This design comes from an exercise in tuning for a short achievable clock period and few clock cycles per item on the open sky130 flow, not from production work. In this exercise RTL edits were held to simulation tests only and were not proved equivalent to the original. No activity file was given, so power comes from the tool's default toggle rates.

Setup of the baseline:
==> flow/design.v (excerpt) <==
module stack_cpu #(
    parameter int DATA_LEN    = stack_cpu_pkg::data_len,
    parameter int ADDR_LEN    = stack_cpu_pkg::addr_len,
    parameter int STACK_DEPTH = 8
) (
    input  logic                             clk,
    input  logic                             rstn,
    input  logic                             start,
    input  stack_cpu_pkg::opcode_t           opcode,
    input  stack_cpu_pkg::data_word_t        operand,
    output logic                             done,
    output stack_cpu_pkg::data_word_t        stack_top,
    output logic [$clog2(STACK_DEPTH+1)-1:0] stack_count,
    output logic                             fault
);
    localparam int CNT_W = $clog2(STACK_DEPTH + 1);
    logic is_push, is_load, is_store, is_alu;
    logic full, empty, lt2, full_q, empty_q, lt2_q;
    logic push_ok, load_ok, pop_op;
    logic [DATA_LEN-1:0] rest_q, top_n_q, ld_q, ld_n_q, alu_n_q;
    logic [DATA_LEN-1:0] top_i, top_d, second, rd_data, alu_r;
    logic [DATA_LEN-1:0] ld_d, alu_d, keep_d, wb_word;
    logic                rd_hit;
    logic [CNT_W-1:0]    count_q, count_n_q, count, count_d;
    assign done = start;
    assign is_push  = start && opcode == stack_cpu_pkg::OP_PUSH;
    assign is_load  = start && opcode == stack_cpu_pkg::OP_LOAD;
    assign is_store = start && opcode == stack_cpu_pkg::OP_STORE;
    assign is_alu   = start && opcode[3:2] == 2'b10;
    assign full  = full_q;
    assign empty = empty_q;
    assign lt2   = lt2_q;
    assign push_ok = (is_push || is_load) && !full;
    assign load_ok = is_load && !full;
    assign pop_op  = is_store || is_alu;
    assign stack_top   = ld_q | rest_q;
    assign stack_count = count_q;
    assign count       = ~count_n_q;
    always_comb begin
        count_d = count;
        if (push_ok) begin
            count_d = count + 1'b1;
        end else if (is_store) begin
            if (!empty) count_d = count - 1'b1;
        end else if (is_alu) begin
            if (!lt2) count_d = count - 1'b1;
            else      count_d = CNT_W'(1);
        end
    end
    assign top_i = ~(ld_n_q & alu_n_q & top_n_q);
    stack_alu_unit #(.DATA_LEN(DATA_LEN)) u_alu (
        .a(second), .b(top_i), .op(opcode[1:0]), .r(alu_r)
    );
    stack_memory #(.DATA_LEN(DATA_LEN), .STACK_DEPTH(STACK_DEPTH)) u_stack (
        .clk(clk), .rstn(rstn), .push(push_ok), .pop(pop_op),
  ...
export LEC_CHECK = 0
export CAP_MARGIN = 20
export CORE_MARGIN = 2
export CORE_UTILIZATION = 64
export PLACE_DENSITY = 0.72
export SETUP_SLACK_MARGIN = 2.4
export SLEW_MARGIN = 20
create_clock -name core_clock -period 5.0 [get_ports {clk}]
run.sh (not shown) runs the stock make flow with config.mk's settings and CLKGATE_MAP_FILE= SYNTH_SCRIPT=/design/flow/synth_recipe.tcl, a recipe that flattens the netlist after the stock synthesis.
The baseline was carried through to the last stage, and its layout satisfied the timing, design-rule and antenna checks.
Testbench counts of the baseline, summed over its fixed seeds: cycles 16,008, instrs 16,000.
diff inputs: the baseline => the candidate
Settings: CORE_UTILIZATION now 60, was 64; PLACE_DENSITY now 0.7, was 0.72.
Notes after the runs:
Looking at the reports, the candidate completed the entire flow and the layout it produced met the timing, design-rule and antenna checks.
The count of clock-buffer cells in the layout in the candidate was lower than what the baseline gave.
On reported sequential group power, the baseline and the candidate are neck and neck.
Between the candidate and the baseline, the multi-input combinational area share does not differ in any meaningful way.


stack_cpu, a different RTL version from the one above (not shown whole).
Size: ~4200 cells after synthesis, about 2100 flip-flops.
Settings: LEC_CHECK=0, CAP_MARGIN=20, CORE_MARGIN=2, CORE_UTILIZATION=75, PLACE_DENSITY=0.85, SETUP_SLACK_MARGIN=2.4, SLEW_MARGIN=20; clock period 5.0 ns.
The starting point never finished: it broke off in global routing (5_1_grt).
Testbench counts at the start, summed over its fixed seeds: cycles 16,008, instrs 16,000.
Next try:
CORE_UTILIZATION = 60   (was 75)
PLACE_DENSITY = 0.7   (was 0.85)
Result:
- The new run finished with timing, DRC and antenna clean
- synthesized area does not change
- synthesized cell count is unchanged


Another version of the RTL of stack_cpu (not shown whole).
For scale: roughly 4,100 cells after synthesis, about 29 I/O pins, ~83,000 sq um of cells after synthesis.
export LEC_CHECK = 0
export CAP_MARGIN = 20
export CORE_MARGIN = 2
export CORE_UTILIZATION = 60
export PLACE_DENSITY = 0.7
export SLEW_MARGIN = 20
create_clock -name core_clock -period 5.0 [get_ports {clk}]
Testbench counts at the start, summed over its fixed seeds: cycles 16,008, instrs 16,000.
Change:
--- a/flow/config.mk
+++ b/flow/config.mk
@@ -11,2 +11,3 @@
 export PLACE_DENSITY = 0.7
+export SETUP_SLACK_MARGIN = 2.4
 export SLEW_MARGIN = 20
The new run completed without violations.
Register-to-register slack improved by 0.63 ns.
Power went up by 3.8%.
Setup slack improved by 0.95 ns.
Global-route usage went up by 2.1 points.
Utilization went up by 3.7 points.
Cell area went up by 5.4%.
Area after synthesis stays the same.
Routed wire length went up by 6.9%.
Fmax went up by 32%.
Critical path depth went up by 1.
Sequential share of layout area went down by 3.4 points.


## job 4735
Another version of the RTL of stack_cpu (not shown whole).
Size in the first run: about 4200 cells after synthesis, roughly 2200 flip-flops, ~29 I/O pins, about 87000 sq um of cells after synthesis.
export LEC_CHECK = 0
export CAP_MARGIN = 20
export CORE_MARGIN = 2
export CORE_UTILIZATION = 64
export PLACE_DENSITY = 0.72
export SETUP_SLACK_MARGIN = 2.4
export SLEW_MARGIN = 20
create_clock -name core_clock -period 5.0 [get_ports {clk}]
Job 4735 reached the final stage; the timing, design-rule and antenna checks on its layout passed.
Testbench counts of job 4735, summed over its fixed seeds: cycles 16,008, instrs 16,000.
diff inputs: job 4735 => job 4177
# job 4735
export LEC_CHECK = 0
export CAP_MARGIN = 20
export CORE_MARGIN = 2
export CORE_UTILIZATION = 64
export PLACE_DENSITY = 0.72
export SETUP_SLACK_MARGIN = 2.4
export SLEW_MARGIN = 20
create_clock -name core_clock -period 5.0 [get_ports {clk}]
# job 4177
export LEC_CHECK = 0
export CAP_MARGIN = 20
export CORE_MARGIN = 2
export CORE_UTILIZATION = 60
export PLACE_DENSITY = 0.7
export SETUP_SLACK_MARGIN = 2.4
export SLEW_MARGIN = 20
create_clock -name core_clock -period 5.0 [get_ports {clk}]
==> summary.txt <==
Job 4735 and job 4177 ended up with nearly the same share of cell area taken by flip-flops and latches. Job 4177 vs. job 4735: routed wire length -10 mm, post-layout total power decreased 1.7%, sum of met3 wire segment lengths after detailed routing fell 10%.


The RTL this note starts from:
==> flow/design.v <==
`timescale 1ns/1ps
package stack_cpu_pkg;
    parameter int data_len = 8;
    parameter int addr_len = 8;
    typedef logic [data_len-1:0] data_word_t;
    typedef logic [addr_len-1:0] mem_addr_t;
    typedef logic [3:0]          opcode_t;
    localparam opcode_t OP_PUSH  = 4'd0;
    localparam opcode_t OP_LOAD  = 4'd1;
    localparam opcode_t OP_STORE = 4'd2;
    localparam opcode_t OP_ADD = 4'd8;
    localparam opcode_t OP_SUB = 4'd9;
    localparam opcode_t OP_AND = 4'd10;
    localparam opcode_t OP_XOR = 4'd11;
    typedef enum logic [2:0] {
        XFER_IDLE,
        XFER_PUSH,
        XFER_POP,
        XFER_LOAD,
        XFER_WAIT,
        XFER_STORE
    } xfer_state_t;
    typedef enum logic [1:0] {
        ALU_IDLE,
        ALU_POP_B,
        ALU_POP_A,
        ALU_PUSH
    } alu_state_t;
endpackage
`timescale 1ns/1ps
module stack_memory #(
    parameter int DATA_LEN    = stack_cpu_pkg::data_len,
    parameter int STACK_DEPTH = 8
) (
    input  logic                      clk,
    input  logic                      rstn,
    input  logic                      push,       
    input  logic                      pop,        
    input  stack_cpu_pkg::data_word_t top,
    output stack_cpu_pkg::data_word_t second
);
    logic [DATA_LEN-1:0] s [1:STACK_DEPTH-1];
    assign second = s[1];
    always_ff @(posedge clk or negedge rstn) begin
        if (!rstn) begin
            for (int i = 1; i < STACK_DEPTH; i++) s[i] <= '0;
        end else if (push) begin
            s[1] <= top;
            for (int i = 2; i < STACK_DEPTH; i++) s[i] <= s[i-1];
        end else if (pop) begin
            for (int i = 1; i < STACK_DEPTH-1; i++) s[i] <= s[i+1];
            s[STACK_DEPTH-1] <= '0;
        end
    end
endmodule
`timescale 1ns/1ps
`timescale 1ns/1ps
module data_ram #(
    parameter int DATA_LEN = stack_cpu_pkg::data_len
) (
    input  logic                      clk,
    input  logic                      wr_en,
    input  stack_cpu_pkg::mem_addr_t  addr,
    input  stack_cpu_pkg::data_word_t wr_data,
    output stack_cpu_pkg::data_word_t rd_data
);
    logic [DATA_LEN-1:0] lvl [9][256];    
    logic                wb_valid;
    logic [7:0]          wb_addr;
    logic [DATA_LEN-1:0] wb_data;
    logic [15:0]         wb_hi, wb_lo;    
    always_ff @(posedge clk) begin
        wb_valid <= wr_en;
        wb_addr  <= addr;
        wb_data  <= wr_data;
        wb_hi    <= wr_en ? (16'd1 << addr[7:4]) : 16'd0;
        wb_lo    <= wr_en ? (16'd1 << addr[3:0]) : 16'd0;
    end
    for (genvar w = 0; w < 256; w++) begin : g_word
        logic [DATA_LEN-1:0] q;
        always_ff @(posedge clk) begin
            if (wb_hi[w / 16] && wb_lo[w % 16]) begin
                q <= wb_data;
            end
        end
        assign lvl[0][w] = q;
    end
    for (genvar l = 0; l < 8; l++) begin : g_lvl
        for (genvar i = 0; i < (256 >> (l + 1)); i++) begin : g_mux
            assign lvl[l+1][i] = addr[l] ? lvl[l][2*i+1] : lvl[l][2*i];
        end
    end
    assign rd_data = (wb_valid && wb_addr == addr) ? wb_data : lvl[8][0];
endmodule
`timescale 1ns/1ps
`timescale 1ns/1ps
module stack_alu_unit #(
    parameter int DATA_LEN = stack_cpu_pkg::data_len
) (
    input  logic [DATA_LEN-1:0] a,
    input  logic [DATA_LEN-1:0] b,
    input  logic [1:0]          op,
    output logic [DATA_LEN-1:0] r
);
    logic [DATA_LEN-1:0] sum, diff;
    stack_alu_adder #(.N(DATA_LEN)) u_add (.a(a), .b(b),  .cin(1'b0), .s(sum));
    stack_alu_adder #(.N(DATA_LEN)) u_sub (.a(a), .b(~b), .cin(1'b1), .s(diff));
    always_comb begin
        case (op)
            2'd0: r = sum;
            2'd1: r = diff;
            2'd2: r = a & b;
            default: r = a ^ b;
        endcase
    end
endmodule
module stack_alu_adder #(
    parameter int N = 8
) (
    input  logic [N-1:0] a,
    input  logic [N-1:0] b,
    input  logic         cin,
    output logic [N-1:0] s
);
    logic [N-1:0] p, g, gg, pp, gn, pn;
    always_comb begin
        p = a ^ b;
        g = a & b;
        gg = g;
        pp = p;
        gg[0] = g[0] | (p[0] & cin);
        for (int d = 1; d < N; d = d * 2) begin
            gn = gg;
            pn = pp;
            for (int i = d; i < N; i++) begin
                gn[i] = gg[i] | (pp[i] & gg[i-d]);
                pn[i] = pp[i] & pp[i-d];
            end
            gg = gn;
            pp = pn;
        end
        s[0] = p[0] ^ cin;
        for (int i = 1; i < N; i++) s[i] = p[i] ^ gg[i-1];
    end
endmodule
`timescale 1ns/1ps
module stack_cpu #(
    parameter int DATA_LEN    = stack_cpu_pkg::data_len,
    parameter int ADDR_LEN    = stack_cpu_pkg::addr_len,
    parameter int STACK_DEPTH = 8
) (
    input  logic                             clk,
    input  logic                             rstn,
    input  logic                             start,
    input  stack_cpu_pkg::opcode_t           opcode,
    input  stack_cpu_pkg::data_word_t        operand,
    output logic                             done,
    output stack_cpu_pkg::data_word_t        stack_top,
    output logic [$clog2(STACK_DEPTH+1)-1:0] stack_count,
    output logic                             fault
);
    localparam int CNT_W = $clog2(STACK_DEPTH + 1);
    logic is_push, is_load, is_store, is_alu;
    logic full, empty, lt2;
    logic push_ok, load_ok, pop_op;
    logic [DATA_LEN-1:0] top_q, top_n_q, ld_q, ld_n_q, alu_q, alu_n_q;
    logic [DATA_LEN-1:0] top_i, top_d, second, rd_data, alu_r;
    logic [DATA_LEN-1:0] ld_d, alu_d, keep_d;
    logic [CNT_W-1:0]    count_q, count_n_q, count, count_d;
    assign done = start;
    assign is_push  = start && opcode == stack_cpu_pkg::OP_PUSH;
    assign is_load  = start && opcode == stack_cpu_pkg::OP_LOAD;
    assign is_store = start && opcode == stack_cpu_pkg::OP_STORE;
    assign is_alu   = start && opcode[3:2] == 2'b10;
    assign full  = (count == CNT_W'(STACK_DEPTH));
    assign empty = (count == '0);
    assign lt2   = (count < CNT_W'(2));
    assign push_ok = (is_push || is_load) && !full;
    assign load_ok = is_load && !full;
    assign pop_op  = is_store || is_alu;
    assign stack_top   = ld_q | alu_q | top_q;
    assign stack_count = count_q;
    assign count       = ~count_n_q;
    always_comb begin
        count_d = count;
        if (push_ok) begin
            count_d = count + 1'b1;
        end else if (is_store) begin
            if (!empty) count_d = count - 1'b1;
        end else if (is_alu) begin
            if (!lt2) count_d = count - 1'b1;
            else      count_d = CNT_W'(1);
        end
    end
    assign top_i = ~(ld_n_q & alu_n_q & top_n_q);
    stack_alu_unit #(.DATA_LEN(DATA_LEN)) u_alu (
        .a(second), .b(top_i), .op(opcode[1:0]), .r(alu_r)
    );
    stack_memory #(.DATA_LEN(DATA_LEN), .STACK_DEPTH(STACK_DEPTH)) u_stack (
        .clk(clk), .rstn(rstn), .push(push_ok), .pop(pop_op),
        .top(top_i), .second(second)
    );
    data_ram #(.DATA_LEN(DATA_LEN)) u_ram (
        .clk(clk), .wr_en(is_store), .addr(operand), .wr_data(top_i),
        .rd_data(rd_data)
    );
    always_comb begin
        top_d = top_i;
        if (is_push && !full) begin
            top_d = operand;
        end else if (is_store) begin
            top_d = second;
        end
    end
    assign ld_d   = load_ok ? rd_data : '0;
    assign alu_d  = is_alu ? alu_r : '0;
    assign keep_d = (load_ok || is_alu) ? '0 : top_d;
    always_ff @(posedge clk or negedge rstn) begin
        if (!rstn) begin
            ld_n_q  <= '1;
            alu_n_q <= '1;
            top_n_q <= '1;
        end else begin
            ld_n_q  <= ~ld_d;
            alu_n_q <= ~alu_d;
            top_n_q <= ~keep_d;
        end
    end
    always_ff @(posedge clk or negedge rstn) begin
        if (!rstn) begin
            top_q  <= '0;
            ld_q   <= '0;
            alu_q  <= '0;
            count_q   <= '0;
            count_n_q <= '1;
            fault  <= 1'b0;
        end else begin
            top_q  <= keep_d;
            ld_q   <= ld_d;
            alu_q  <= alu_d;
            count_q   <= count_d;
            count_n_q <= ~count_d;
            if (((is_push || is_load) && full) || (is_store && empty) || (is_alu && lt2)) begin
                fault <= 1'b1;
            end
        end
    end
endmodule
make LEC_CHECK=0 CAP_MARGIN=20 CORE_MARGIN=2 CORE_UTILIZATION=60 PLACE_DENSITY=0.7 SETUP_SLACK_MARGIN=3.0 SLEW_MARGIN=20 finish   # period 5.0 ns
The starting point produced a clean layout.
Testbench counts at the start, summed over its fixed seeds: cycles 16,008, instrs 16,000.
Change:
Settings changed: SETUP_SLACK_MARGIN 3.0 to 2.4.
Result: Clock skew is lower by 0.010 ns. Fmax came out higher by 5.8%. Synthesized cell count is unchanged.

## what the ideal ports hide
Ports are ideal in the flow. The routed layouts listed here were re-timed in OpenROAD. Step 1 sets driving cells, clkbuf_16 on the clock port and buf_2 on the other inputs (assumed; they add their load-dependent delay and slew). Step 2 adds t to the input delays and takes it off the output delays; t is the mean of the earliest and latest rising clock arrival at the registers after step 1. Input paths then give back, and output paths get back, about the clock's delay inside the block. a / b / c = ideal / step 1 / step 2; a / b = the first two.
run	shift t [ns]	setup slack, ns	worst register clock-pin slew, ns	worst slew at a driven data input, ns	cell pins on the clock port's net
the baseline	0.905	2.144 / 1.783 / 0.879	0.07 / 0.07	0.58	1
the candidate	0.919	2.131 / 1.834 / 0.915	0.07 / 0.07	0.44	1
the second run of note 2	0.903	2.072 / 2.033 / 1.131	0.07 / 0.07	0.19	1
the first run of note 3	0.909	1.109 / 1.107 / 0.236	0.07 / 0.07	0.13	1
the second run of note 3	0.920	2.054 / 1.816 / 0.896	0.07 / 0.07	0.37	1
job 4735	0.910	2.140 / 2.057 / 1.254	0.07 / 0.07	0.17	1
job 4177	0.905	2.120 / 2.036 / 1.261	0.07 / 0.07	0.28	1
the first run of note 5	0.899	2.011 / 1.809 / 0.910	0.07 / 0.07	0.35	1
the second run of note 5	0.922	2.174 / 1.858 / 0.936	0.07 / 0.07	0.49	1
After both steps every run listed still meets setup and hold. For the baseline, which loses most, drivers alone change the setup slack by -0.361 ns; drivers and shift together by -1.265 ns.
